This design comes from an exercise in tuning for small area, a short achievable clock period and few clock cycles on the open sky130 flow, not from production work.
The RTL was checked by simulation tests, not by an equivalence proof against the original design.

v57:
// alu_cmd_responder
module alu_cmd_responder #(
   parameter int WIDTH = 32
) (
   input  logic             clk,
   input  logic             rst,
   input  logic             cmd_valid,
   output logic             cmd_ready,
   input  logic [3:0]       cmd_op,
   input  logic [WIDTH-1:0] cmd_p,
   input  logic [WIDTH-1:0] cmd_q,
   output logic             rsp_valid,
   input  logic             rsp_ready,
   output logic [WIDTH-1:0] rsp_result,
   output logic [1:0]       rsp_error,
   output logic             busy
);
   localparam logic [3:0] OP_NOP = 4'b0000;
   localparam logic [3:0] OP_ADD = 4'b0001;
   localparam logic [3:0] OP_MUL = 4'b0010;
   localparam logic [3:0] OP_DIV = 4'b0011;
   localparam logic [3:0] OP_SUB = 4'b0100;
   localparam logic [3:0] OP_CLR = 4'b1100;
   localparam logic [3:0] OP_POW = 4'b1111;
   localparam logic [1:0] ERR_OK  = 2'b00;
   localparam logic [1:0] ERR_OVF = 2'b01;
   localparam logic [1:0] ERR_DIV = 2'b10;
   localparam logic [1:0] ERR_ILL = 2'b11;
   localparam logic [1:0] IMM_ACC  = 2'd0;
   localparam logic [1:0] IMM_ZERO = 2'd1;
   localparam logic [1:0] IMM_ONE  = 2'd2;
   localparam logic [1:0] IMM_P    = 2'd3;
   function automatic logic [31:0] sqInit(input logic [31:0] r);
      sqInit = {r[30:8], 1'b0, r[7:0]};
   endfunction
   function automatic logic [31:0] sqNext(input logic [31:0] x);
      sqNext = {x[23:17], 1'b0, x[16:9], 16'd0};
   endfunction
   logic        bsy;         
   logic        v1;          
   logic        kSub, kMul, kDiv, kPow, kImm;
   logic [1:0]  immSel;
   logic [1:0]  immErr;
   logic [31:0] P1;
   logic [31:0] acc;
   logic [1:0]  accErr;
   logic        rspV;
   logic [31:0] X;           
   logic [7:0]  D;           
   logic        xs;          
   logic        cin;         
   logic [31:0] S;           
   logic        ovf;
   logic [1:0]  k;           
   logic [4:0]  i;           
   logic        cf;          
   logic        powFirst;    
   logic        phSq;        
   logic [2:0]  nb;          
   logic [3:0]  qs;          
   logic        done;        
   logic        last;        
   logic        accept;
   logic        free;        
   logic        rdy;
   logic        pZero, pSmall, qBig;
   logic [4:0]  q5;
   logic        dAdd, dSub, dMul, dDiv, dPow, dImm;
  ...
For scale: ~3300 cells after synthesis, roughly 170 flip-flops, ~110 I/O pins, roughly 27000 µm² of cells after synthesis.
make LEC_CHECK=0 ABC_CLOCK_PERIOD_IN_PS=3000 CAP_MARGIN=20 CORE_MARGIN=2 CORE_UTILIZATION=40 PLACE_DENSITY=0.6 SETUP_SLACK_MARGIN=5 SLEW_MARGIN=20 finish   # period 11.0 ns
run.sh (not shown) runs the stock make flow with config.mk's settings and CLKGATE_MAP_FILE= SYNTH_SCRIPT=/design/flow/synth_recipe.tcl, a recipe that flattens the netlist after the stock synthesis.
v57 has completed all stages; timing, DRC and antenna checks passed.
Testbench counts of v57, summed over its fixed seeds: cycles 9,043.
### v57 -> v34
-- flow/config.mk --
<<< v57, line 7
export LEC_CHECK = 0
export ABC_CLOCK_PERIOD_IN_PS = 3000
export CAP_MARGIN = 20
export CORE_MARGIN = 2
export CORE_UTILIZATION = 40
export PLACE_DENSITY = 0.6
export SETUP_SLACK_MARGIN = 5
>>> v34, line 7
export LEC_CHECK = 0
export CAP_MARGIN = 20
export CORE_MARGIN = 2
export CORE_UTILIZATION = 45
export PLACE_DENSITY = 0.62
export SETUP_SLACK_MARGIN = 5
==> comparison <==
- NOTE: global-route usage over all layers in v34 exceeds that of v57
- v34 reports a higher first-pass GRT wire length than v57 does.
- v34 reports its capture point of the worst path as S[2] while v57 reports X[15].
- Cmp v34 and v57 / slew at the pin closest to its max-slew limit / higher: v57
- Core util | v34 vs v57 | v34 higher
- In the reports for v34 and v57, the smaller area of the multi-input gates belongs to v34.
- Looking at wire length across both flows, v34 is the weaker of the two, with v57 ahead.
#### Input delta (v46 over v34)
-- flow/config.mk --
<<< v34, line 9
export CORE_MARGIN = 2
export CORE_UTILIZATION = 45
export PLACE_DENSITY = 0.62
export SETUP_SLACK_MARGIN = 5
>>> v46, line 9
export CORE_MARGIN = 2
export CORE_UTILIZATION = 60
export PLACE_DENSITY = 0.72
export SETUP_SLACK_MARGIN = 5
==> run summary <==
- Of v34 and v46, only v46 never reached the final stage.
- Post-CTS setup repair buffer count came out higher on v46 than on v34.
- [compare] base=v34 new=v46: initial standard-cell utilization of the core moved up; overall die width moved down; mux share of post-synthesis cell area level.
- Reported for v34 and v46, number of buffers inserted during clock tree synthesis turned out identical to the last digit.
- Note that the height of the die recorded for v46 amounts to 0.868 times the value seen in v34.

## port drivers added, routing unchanged
The flow's constraints put no driver on any port. The routed layouts listed below were extracted and timed again, unchanged, in two steps.
Step 1 sets driving cells, clkbuf_16 on the clock port and buf_2 on the other inputs (assumed; they add their load-dependent delay and slew).
Step 2 adds t to the input delays and takes it off the output delays; t is the mean of the earliest and latest rising clock arrival at the registers after step 1. Input paths then give back, and output paths get back, about the clock's delay inside the block.
a / b / c = ideal ports / drivers / drivers and shift; a / b = the first two.
run	t, ns	slack for setup (ns)	worst hold slack (ns)
v57	0.546	4.726 / 4.726 / 4.726	0.496 / 0.496 / 0.496
v34	0.554	4.707 / 4.707 / 4.370	0.481 / 0.481 / 0.481
After both steps every run listed still meets setup and hold. The setup slack of v34, which loses most, moves by 0.000 ns with the drivers and by -0.337 ns with both steps.
